From an optimization exercise on the open Yosys and OpenROAD flow, aimed at small area; shortcuts taken in it are not production practice. In this exercise RTL edits were held to simulation tests only and were not proved equivalent to the original.

==> 07-06: inputs <==
## arm_state_snapshot
module arm_state_snapshot
#(
   parameter  int DATA_WIDTH    = 32,
   parameter  int NUM_REGS      = 16,
   parameter  int DATA_CAPACITY = 16,
   localparam int TOTAL         = arm_debug_pkg::snap_total(NUM_REGS, DATA_CAPACITY),
   localparam int IDX_W         = arm_debug_pkg::snap_idx_w(TOTAL)
) (
   input  logic                              clk,
   input  logic                              reset,
   input  logic [DATA_WIDTH*NUM_REGS-1:0]      i_Register_Bus,
   input  logic [DATA_WIDTH*DATA_CAPACITY-1:0] i_Data_Bus,
   input  logic [DATA_WIDTH-1:0]              i_PC,
   input  logic                              i_Trigger,
   input  logic                              i_Match_Enable,
   input  logic [DATA_WIDTH-1:0]              i_Match_PC,
   input  logic                              i_Ready,
   output logic                              o_Valid,
   output logic [DATA_WIDTH-1:0]              o_Word,
   output logic [IDX_W-1:0]                   o_Index,
   output logic [1:0]                         o_Section,
   output logic                              o_Last,
   output logic                              o_Busy,
   output logic                              o_Overrun,
   output logic [15:0]                        o_Snapshot_Count
);
==> module arm_state_snapshot, before the edit <==
module arm_state_snapshot
#(
   parameter  int DATA_WIDTH    = 32,
   parameter  int NUM_REGS      = 16,
   parameter  int DATA_CAPACITY = 16,
   localparam int TOTAL         = arm_debug_pkg::snap_total(NUM_REGS, DATA_CAPACITY),
   localparam int IDX_W         = arm_debug_pkg::snap_idx_w(TOTAL)
) (
   input  logic                              clk,
   input  logic                              reset,
   input  logic [DATA_WIDTH*NUM_REGS-1:0]      i_Register_Bus,
   input  logic [DATA_WIDTH*DATA_CAPACITY-1:0] i_Data_Bus,
   input  logic [DATA_WIDTH-1:0]              i_PC,
   input  logic                              i_Trigger,
   input  logic                              i_Match_Enable,
   input  logic [DATA_WIDTH-1:0]              i_Match_PC,
   input  logic                              i_Ready,
   output logic                              o_Valid,
   output logic [DATA_WIDTH-1:0]              o_Word,
   output logic [IDX_W-1:0]                   o_Index,
   output logic [1:0]                         o_Section,
   output logic                              o_Last,
   output logic                              o_Busy,
   output logic                              o_Overrun,
   output logic [15:0]                        o_Snapshot_Count
);
   logic                  valid_r;
   logic [IDX_W-1:0]      idx_r;
   logic                  trig_s;
   logic                  xfer_s;
   logic                  last_s;
   logic                  last_xfer_s;
   logic                  capture_s;
   arm_snapshot_trigger #(
      .DATA_WIDTH (DATA_WIDTH)
   ) u_trigger (
      .clk            (clk),
      .reset          (reset),
      .i_Trigger      (i_Trigger),
      .i_Match_Enable (i_Match_Enable),
      .i_PC           (i_PC),
      .i_Match_PC     (i_Match_PC),
      .o_Event        (trig_s)
   );
   always_comb begin
      last_s      = (idx_r == IDX_W'(TOTAL - 1));
      xfer_s      = valid_r & i_Ready;
      last_xfer_s = xfer_s & last_s;
      capture_s   = trig_s & (~valid_r | last_xfer_s);
   end
   logic [TOTAL-1:0]              sel_s;
   logic [DATA_WIDTH*TOTAL-1:0]   src_s;
   logic [DATA_WIDTH*TOTAL-1:0]   store_s;
   always_comb begin
      for (int i = 0; i < TOTAL; i++) begin
         sel_s[i] = (idx_r == IDX_W'(i));
      end
      src_s = {i_Data_Bus, i_Register_Bus, i_PC};
   end
   arm_snapshot_store #(
      .WIDTH (DATA_WIDTH * TOTAL)
   ) u_store (
      .clk    (clk),
      .i_Keep (~capture_s),
      .i_Load (capture_s),
      .i_D    (src_s),
      .o_Q    (store_s)
   );
   arm_snapshot_mux #(
      .WIDTH (DATA_WIDTH),
      .N     (TOTAL)
   ) u_mux (
      .i_Sel  (sel_s),
      .i_D    (store_s),
      .o_Y    (o_Word)
   );
   always_ff @(posedge clk) begin
      if (capture_s) begin
         idx_r <= '0;
      end else if (xfer_s) begin
         idx_r <= idx_r + IDX_W'(1'b1);
      end
   end
   always_ff @(posedge clk) begin
      if (reset) begin
         valid_r          <= 1'b0;
         o_Overrun        <= 1'b0;
         o_Snapshot_Count <= 16'd0;
      end else begin
         if (capture_s) begin
            valid_r <= 1'b1;
         end else if (last_xfer_s) begin
            valid_r <= 1'b0;
         end
         if (last_xfer_s) begin
            o_Snapshot_Count <= o_Snapshot_Count + 16'd1;
         end else if (valid_r & trig_s) begin
            o_Overrun <= 1'b1;
         end
      end
   end
   always_comb begin
      o_Valid      = valid_r;
      o_Busy       = valid_r;
      o_Index      = idx_r;
      o_Last       = last_s;
      o_Section[1] = (idx_r > IDX_W'(NUM_REGS));
      o_Section[0] = (idx_r != '0) & ~o_Section[1];
   end
endmodule
==> module arm_snapshot_store, before the edit <==
module arm_snapshot_store
#(
   parameter int WIDTH = 32
) (
   input  logic             clk,
   input  logic             i_Keep,
   input  logic             i_Load,
   input  logic [WIDTH-1:0] i_D,
   output logic [WIDTH-1:0] o_Q
);
   always_ff @(posedge clk) begin
      o_Q <= (o_Q & {WIDTH{i_Keep}}) | (i_D & {WIDTH{i_Load}});
   end
endmodule
==> module arm_snapshot_mux, before the edit <==
module arm_snapshot_mux
#(
   parameter int WIDTH = 32,
   parameter int N     = 33,
   localparam int G    = (N + 2) / 3
) (
   input  logic [N-1:0]       i_Sel,
   input  logic [WIDTH*N-1:0] i_D,
   output logic [WIDTH-1:0]   o_Y
);
   logic [3*G-1:0]       sel_s;
   logic [WIDTH*3*G-1:0] d_s;
   logic [WIDTH-1:0]     yn_s [0:G-1];
   always_comb begin
      sel_s = '0;
      d_s   = '0;
      sel_s[N-1:0]       = i_Sel;
      d_s[WIDTH*N-1:0]   = i_D;
   end
   for (genvar g = 0; g < G; g++) begin : g_grp
      arm_snapshot_aoi3 #(
         .WIDTH (WIDTH)
      ) u_aoi (
         .i_Sel (sel_s[3*g +: 3]),
         .i_D   (d_s[3*WIDTH*g +: 3*WIDTH]),
         .o_Yn  (yn_s[g])
      );
   end
   always_comb begin
      o_Y = '0;
      for (int g = 0; g < G; g++) begin
         o_Y = o_Y | ~yn_s[g];
      end
   end
endmodule
==> module arm_snapshot_aoi3, before the edit <==
module arm_snapshot_aoi3
#(
   parameter int WIDTH = 32
) (
   input  logic [2:0]         i_Sel,
   input  logic [3*WIDTH-1:0] i_D,
   output logic [WIDTH-1:0]   o_Yn
);
   always_comb begin
      o_Yn = ~((i_D[0 +: WIDTH]       & {WIDTH{i_Sel[0]}})
             | (i_D[WIDTH +: WIDTH]   & {WIDTH{i_Sel[1]}})
             | (i_D[2*WIDTH +: WIDTH] & {WIDTH{i_Sel[2]}}));
   end
endmodule
==> flow/config.mk <==
export PLATFORM = sky130hd
export DESIGN_NAME = arm_state_snapshot
export DESIGN_NICKNAME = arm_state_snapshot
export VERILOG_FILES = /design/flow/design.v
export SDC_FILE = /design/flow/constraint.sdc
export NUM_CORES = 4
export LEC_CHECK = 0
export CAP_MARGIN = 20
export CORE_MARGIN = 2
export CORE_UTILIZATION = 60
export SLEW_MARGIN = 20
export SYNTH_HIERARCHICAL = 1
==> flow/constraint.sdc <==
create_clock -name core_clock -period 6.0 [get_ports {clk}]
set_input_delay 1.2000 -clock core_clock [delete_from_list [all_inputs] [get_ports {clk}]]
set_output_delay 1.2000 -clock core_clock [all_outputs]
set_load 0.01 [all_outputs]
standard.sh (not shown) runs the stock make flow with config.mk's settings and CLKGATE_MAP_FILE= SYNTH_SCRIPT=/design/flow/synth_recipe.tcl, a recipe that flattens the netlist after the stock synthesis.
==> flow/flow/run.sh <==
#!/bin/bash
# Standard layout flow (standard.sh) with three changes:
#  - port buffers use the smallest buffer cell;
#  - clock tree sinks are clustered in larger groups and no dummy loads are added;
#  - IO pins may sit one routing track apart, so the die can be smaller.
export BUFFER_PORTS_ARGS="-buffer_cell sky130_fd_sc_hd__buf_1"
export CTS_ARGS="-sink_clustering_enable -repair_clock_nets -dont_use_dummy_load -sink_clustering_size 24 -sink_clustering_max_diameter 80"
export PLACE_PINS_ARGS="-min_distance 1 -min_distance_in_tracks"
bash standard.sh > standard.log 2>&1
==> 01-28: changes against 07-06 <==
--- a/flow/design.v
+++ b/flow/design.v
@@ -64,6 +64,7 @@
    output logic                              o_Overrun,
    output logic [15:0]                        o_Snapshot_Count
 );
+   logic [DATA_WIDTH-1:0] shadow_r [0:TOTAL-1];
    logic                  valid_r;
    logic [IDX_W-1:0]      idx_r;
    logic                  trig_s;
@@ -88,32 +89,17 @@
       last_xfer_s = xfer_s & last_s;
       capture_s   = trig_s & (~valid_r | last_xfer_s);
    end
-   logic [TOTAL-1:0]              sel_s;
-   logic [DATA_WIDTH*TOTAL-1:0]   src_s;
-   logic [DATA_WIDTH*TOTAL-1:0]   store_s;
-   always_comb begin
-      for (int i = 0; i < TOTAL; i++) begin
-         sel_s[i] = (idx_r == IDX_W'(i));
+   always_ff @(posedge clk) begin
+      if (capture_s) begin
+         shadow_r[0] <= i_PC;
+         for (int r = 0; r < NUM_REGS; r++) begin
+            shadow_r[1 + r] <= i_Register_Bus[r*DATA_WIDTH +: DATA_WIDTH];
+         end
+         for (int d = 0; d < DATA_CAPACITY; d++) begin
+            shadow_r[1 + NUM_REGS + d] <= i_Data_Bus[d*DATA_WIDTH +: DATA_WIDTH];
+         end
       end
-      src_s = {i_Data_Bus, i_Register_Bus, i_PC};
    end
-   arm_snapshot_store #(
-      .WIDTH (DATA_WIDTH * TOTAL)
-   ) u_store (
-      .clk    (clk),
-      .i_Keep (~capture_s),
-      .i_Load (capture_s),
-      .i_D    (src_s),
-      .o_Q    (store_s)
-   );
-   arm_snapshot_mux #(
-      .WIDTH (DATA_WIDTH),
-      .N     (TOTAL)
-   ) u_mux (
-      .i_Sel  (sel_s),
-      .i_D    (store_s),
-      .o_Y    (o_Word)
-   );
    always_ff @(posedge clk) begin
       if (capture_s) begin
          idx_r <= '0;
@@ -143,71 +129,9 @@
       o_Valid      = valid_r;
       o_Busy       = valid_r;
       o_Index      = idx_r;
+      o_Word       = shadow_r[idx_r];
       o_Last       = last_s;
       o_Section[1] = (idx_r > IDX_W'(NUM_REGS));
       o_Section[0] = (idx_r != '0) & ~o_Section[1];
    end
 endmodule
-module arm_snapshot_store
-#(
-   parameter int WIDTH = 32
-) (
-   input  logic             clk,
-   input  logic             i_Keep,
-   input  logic             i_Load,
-   input  logic [WIDTH-1:0] i_D,
-   output logic [WIDTH-1:0] o_Q
-);
-   always_ff @(posedge clk) begin
-      o_Q <= (o_Q & {WIDTH{i_Keep}}) | (i_D & {WIDTH{i_Load}});
-   end
-endmodule
-module arm_snapshot_mux
-#(
-   parameter int WIDTH = 32,
-   parameter int N     = 33,
-   localparam int G    = (N + 2) / 3
-) (
-   input  logic [N-1:0]       i_Sel,
-   input  logic [WIDTH*N-1:0] i_D,
-   output logic [WIDTH-1:0]   o_Y
-);
-   logic [3*G-1:0]       sel_s;
-   logic [WIDTH*3*G-1:0] d_s;
-   logic [WIDTH-1:0]     yn_s [0:G-1];
-   always_comb begin
-      sel_s = '0;
-      d_s   = '0;
-      sel_s[N-1:0]       = i_Sel;
-      d_s[WIDTH*N-1:0]   = i_D;
-   end
-   for (genvar g = 0; g < G; g++) begin : g_grp
-      arm_snapshot_aoi3 #(
-         .WIDTH (WIDTH)
-      ) u_aoi (
-         .i_Sel (sel_s[3*g +: 3]),
-         .i_D   (d_s[3*WIDTH*g +: 3*WIDTH]),
-         .o_Yn  (yn_s[g])
-      );
-   end
-   always_comb begin
-      o_Y = '0;
-      for (int g = 0; g < G; g++) begin
-         o_Y = o_Y | ~yn_s[g];
-      end
-   end
-endmodule
-module arm_snapshot_aoi3
-#(
-   parameter int WIDTH = 32
-) (
-   input  logic [2:0]         i_Sel,
-   input  logic [3*WIDTH-1:0] i_D,
-   output logic [WIDTH-1:0]   o_Yn
-);
-   always_comb begin
-      o_Yn = ~((i_D[0 +: WIDTH]       & {WIDTH{i_Sel[0]}})
-             | (i_D[WIDTH +: WIDTH]   & {WIDTH{i_Sel[1]}})
-             | (i_D[2*WIDTH +: WIDTH] & {WIDTH{i_Sel[2]}}));
-   end
-endmodule
==> flow/flow/run.sh (replaced) <==
#!/bin/bash
# Standard layout flow, with small port buffers and a leaner clock tree.
export BUFFER_PORTS_ARGS="-buffer_cell sky130_fd_sc_hd__buf_1"
export CTS_ARGS="-sink_clustering_enable -repair_clock_nets -dont_use_dummy_load"
bash standard.sh > standard.log 2>&1
SYNTH_HIERARCHICAL = not set   (was 1)
==> 12-21: changes against 07-06 <==
--- a/flow/design.v
+++ b/flow/design.v
@@ -64,6 +64,7 @@
    output logic                              o_Overrun,
    output logic [15:0]                        o_Snapshot_Count
 );
+   logic [DATA_WIDTH-1:0] shadow_r [0:TOTAL-1];
    logic                  valid_r;
    logic [IDX_W-1:0]      idx_r;
    logic                  trig_s;
@@ -88,32 +89,17 @@
       last_xfer_s = xfer_s & last_s;
       capture_s   = trig_s & (~valid_r | last_xfer_s);
    end
-   logic [TOTAL-1:0]              sel_s;
-   logic [DATA_WIDTH*TOTAL-1:0]   src_s;
-   logic [DATA_WIDTH*TOTAL-1:0]   store_s;
-   always_comb begin
-      for (int i = 0; i < TOTAL; i++) begin
-         sel_s[i] = (idx_r == IDX_W'(i));
+   always_ff @(posedge clk) begin
+      if (capture_s) begin
+         shadow_r[0] <= i_PC;
+         for (int r = 0; r < NUM_REGS; r++) begin
+            shadow_r[1 + r] <= i_Register_Bus[r*DATA_WIDTH +: DATA_WIDTH];
+         end
+         for (int d = 0; d < DATA_CAPACITY; d++) begin
+            shadow_r[1 + NUM_REGS + d] <= i_Data_Bus[d*DATA_WIDTH +: DATA_WIDTH];
+         end
       end
-      src_s = {i_Data_Bus, i_Register_Bus, i_PC};
    end
-   arm_snapshot_store #(
-      .WIDTH (DATA_WIDTH * TOTAL)
-   ) u_store (
-      .clk    (clk),
-      .i_Keep (~capture_s),
-      .i_Load (capture_s),
-      .i_D    (src_s),
-      .o_Q    (store_s)
-   );
-   arm_snapshot_mux #(
-      .WIDTH (DATA_WIDTH),
-      .N     (TOTAL)
-   ) u_mux (
-      .i_Sel  (sel_s),
-      .i_D    (store_s),
-      .o_Y    (o_Word)
-   );
    always_ff @(posedge clk) begin
       if (capture_s) begin
          idx_r <= '0;
@@ -143,71 +129,9 @@
       o_Valid      = valid_r;
       o_Busy       = valid_r;
       o_Index      = idx_r;
+      o_Word       = shadow_r[idx_r];
       o_Last       = last_s;
       o_Section[1] = (idx_r > IDX_W'(NUM_REGS));
       o_Section[0] = (idx_r != '0) & ~o_Section[1];
    end
 endmodule
-module arm_snapshot_store
-#(
-   parameter int WIDTH = 32
-) (
-   input  logic             clk,
-   input  logic             i_Keep,
-   input  logic             i_Load,
-   input  logic [WIDTH-1:0] i_D,
-   output logic [WIDTH-1:0] o_Q
-);
-   always_ff @(posedge clk) begin
-      o_Q <= (o_Q & {WIDTH{i_Keep}}) | (i_D & {WIDTH{i_Load}});
-   end
-endmodule
-module arm_snapshot_mux
-#(
-   parameter int WIDTH = 32,
-   parameter int N     = 33,
-   localparam int G    = (N + 2) / 3
-) (
-   input  logic [N-1:0]       i_Sel,
-   input  logic [WIDTH*N-1:0] i_D,
-   output logic [WIDTH-1:0]   o_Y
-);
-   logic [3*G-1:0]       sel_s;
-   logic [WIDTH*3*G-1:0] d_s;
-   logic [WIDTH-1:0]     yn_s [0:G-1];
-   always_comb begin
-      sel_s = '0;
-      d_s   = '0;
-      sel_s[N-1:0]       = i_Sel;
-      d_s[WIDTH*N-1:0]   = i_D;
-   end
-   for (genvar g = 0; g < G; g++) begin : g_grp
-      arm_snapshot_aoi3 #(
-         .WIDTH (WIDTH)
-      ) u_aoi (
-         .i_Sel (sel_s[3*g +: 3]),
-         .i_D   (d_s[3*WIDTH*g +: 3*WIDTH]),
-         .o_Yn  (yn_s[g])
-      );
-   end
-   always_comb begin
-      o_Y = '0;
-      for (int g = 0; g < G; g++) begin
-         o_Y = o_Y | ~yn_s[g];
-      end
-   end
-endmodule
-module arm_snapshot_aoi3
-#(
-   parameter int WIDTH = 32
-) (
-   input  logic [2:0]         i_Sel,
-   input  logic [3*WIDTH-1:0] i_D,
-   output logic [WIDTH-1:0]   o_Yn
-);
-   always_comb begin
-      o_Yn = ~((i_D[0 +: WIDTH]       & {WIDTH{i_Sel[0]}})
-             | (i_D[WIDTH +: WIDTH]   & {WIDTH{i_Sel[1]}})
-             | (i_D[2*WIDTH +: WIDTH] & {WIDTH{i_Sel[2]}}));
-   end
-endmodule
CORE_UTILIZATION = 70   (was 60)
SYNTH_HIERARCHICAL = not set   (was 1)
==> comparison table <==
quantity	01-28	07-06	12-21
Run status	did not finish	finished clean	did not finish
Last stage reached	3_2_place_iop	-	5_1_grt
Number of distinct standard cells referenced by the synthesized netlist	49	41	49
Post-synth top flop	sky130_fd_sc_hd__edfxtp_1	sky130_fd_sc_hd__dfxtp_1	sky130_fd_sc_hd__edfxtp_1
Placed cell areas	-	42,320 µm²	45,100 µm²
Number of ports placed on the die boundary	-	1,153	1,153
Number of enable flip-flop cells after synthesis	1,056	0	1,056
X dimension of the die	260.8 µm	259.0 µm	241.7 µm
Mean area per synthesized cell	18.36 µm²	12.34 µm²	18.36 µm²
Starting Density	0.6040	0.6063	0.7044
Post-Synth Adder-Cell Area	0.001581	0.001604	0.001581
Post-synthesis mux area share	0.0002530	0.0008339	0.0002530
Post-synthesis simple-gate area fraction	0.04168	0.03653	0.04168
Synth Warn #	3	12	3
Cell row count	94	93	87
Gp weighted congestion	-	1.041	1.061
Count of mapped cells out of synthesis	2,155	3,161	2,155
Fraction of the yosys area taken by sequential cells	0.8141	0.5547	0.8141
Number of buffers created by CTS	-	51	51
Cells resized by post-CTS repair	-	0	0
Hold_buf cts	-	0	0
Largest area contributor in the synthesized netlist	sky130_fd_sc_hd__edfxtp_1	sky130_fd_sc_hd__dfxtp_1	sky130_fd_sc_hd__edfxtp_1
Port buffer count	-	1,152	1,152
Vertical extent of the die	260.8 µm	259.0 µm	241.7 µm
Compound-gate portion of the synthesized area	0.1162	0.3304	0.1162
Syn nets	3,253	4,259	3,253
Estimated wirelength of the detail-placed design	-	113,300 µm	111,100 µm
DP Worst Slack	-	1152 ps	1103 ps

==> afterwards: timing with drivers on the ports <==
In the flow no input, the clock included, has a driving cell. The finished layout below was timed again as built, in two steps. Step 1, drivers: a clkbuf_16 drives clk and a buf_2 each remaining input, both assumed. Step 2 adds t to the input delays and takes it off the output delays; t is the mean of the earliest and latest rising clock arrival at the registers after step 1. Input paths then give back, and output paths get back, about the clock's delay inside the block. a / b / c = ideal / step 1 / step 2; a / b = the first two.
run: 07-06
t, ns: 0.688
setup WS [ns]: 0.366 / 0.300 / 0.988
hold WS [ns]: 0.491 / 0.491 / 0.491
worst setup path at the end: register to output
clock arrival spread, ns: 0.048 / 0.048
After both steps setup and hold are still met in 07-06. For 07-06, drivers alone change the setup slack by -0.066 ns; drivers and shift together by +0.622 ns.
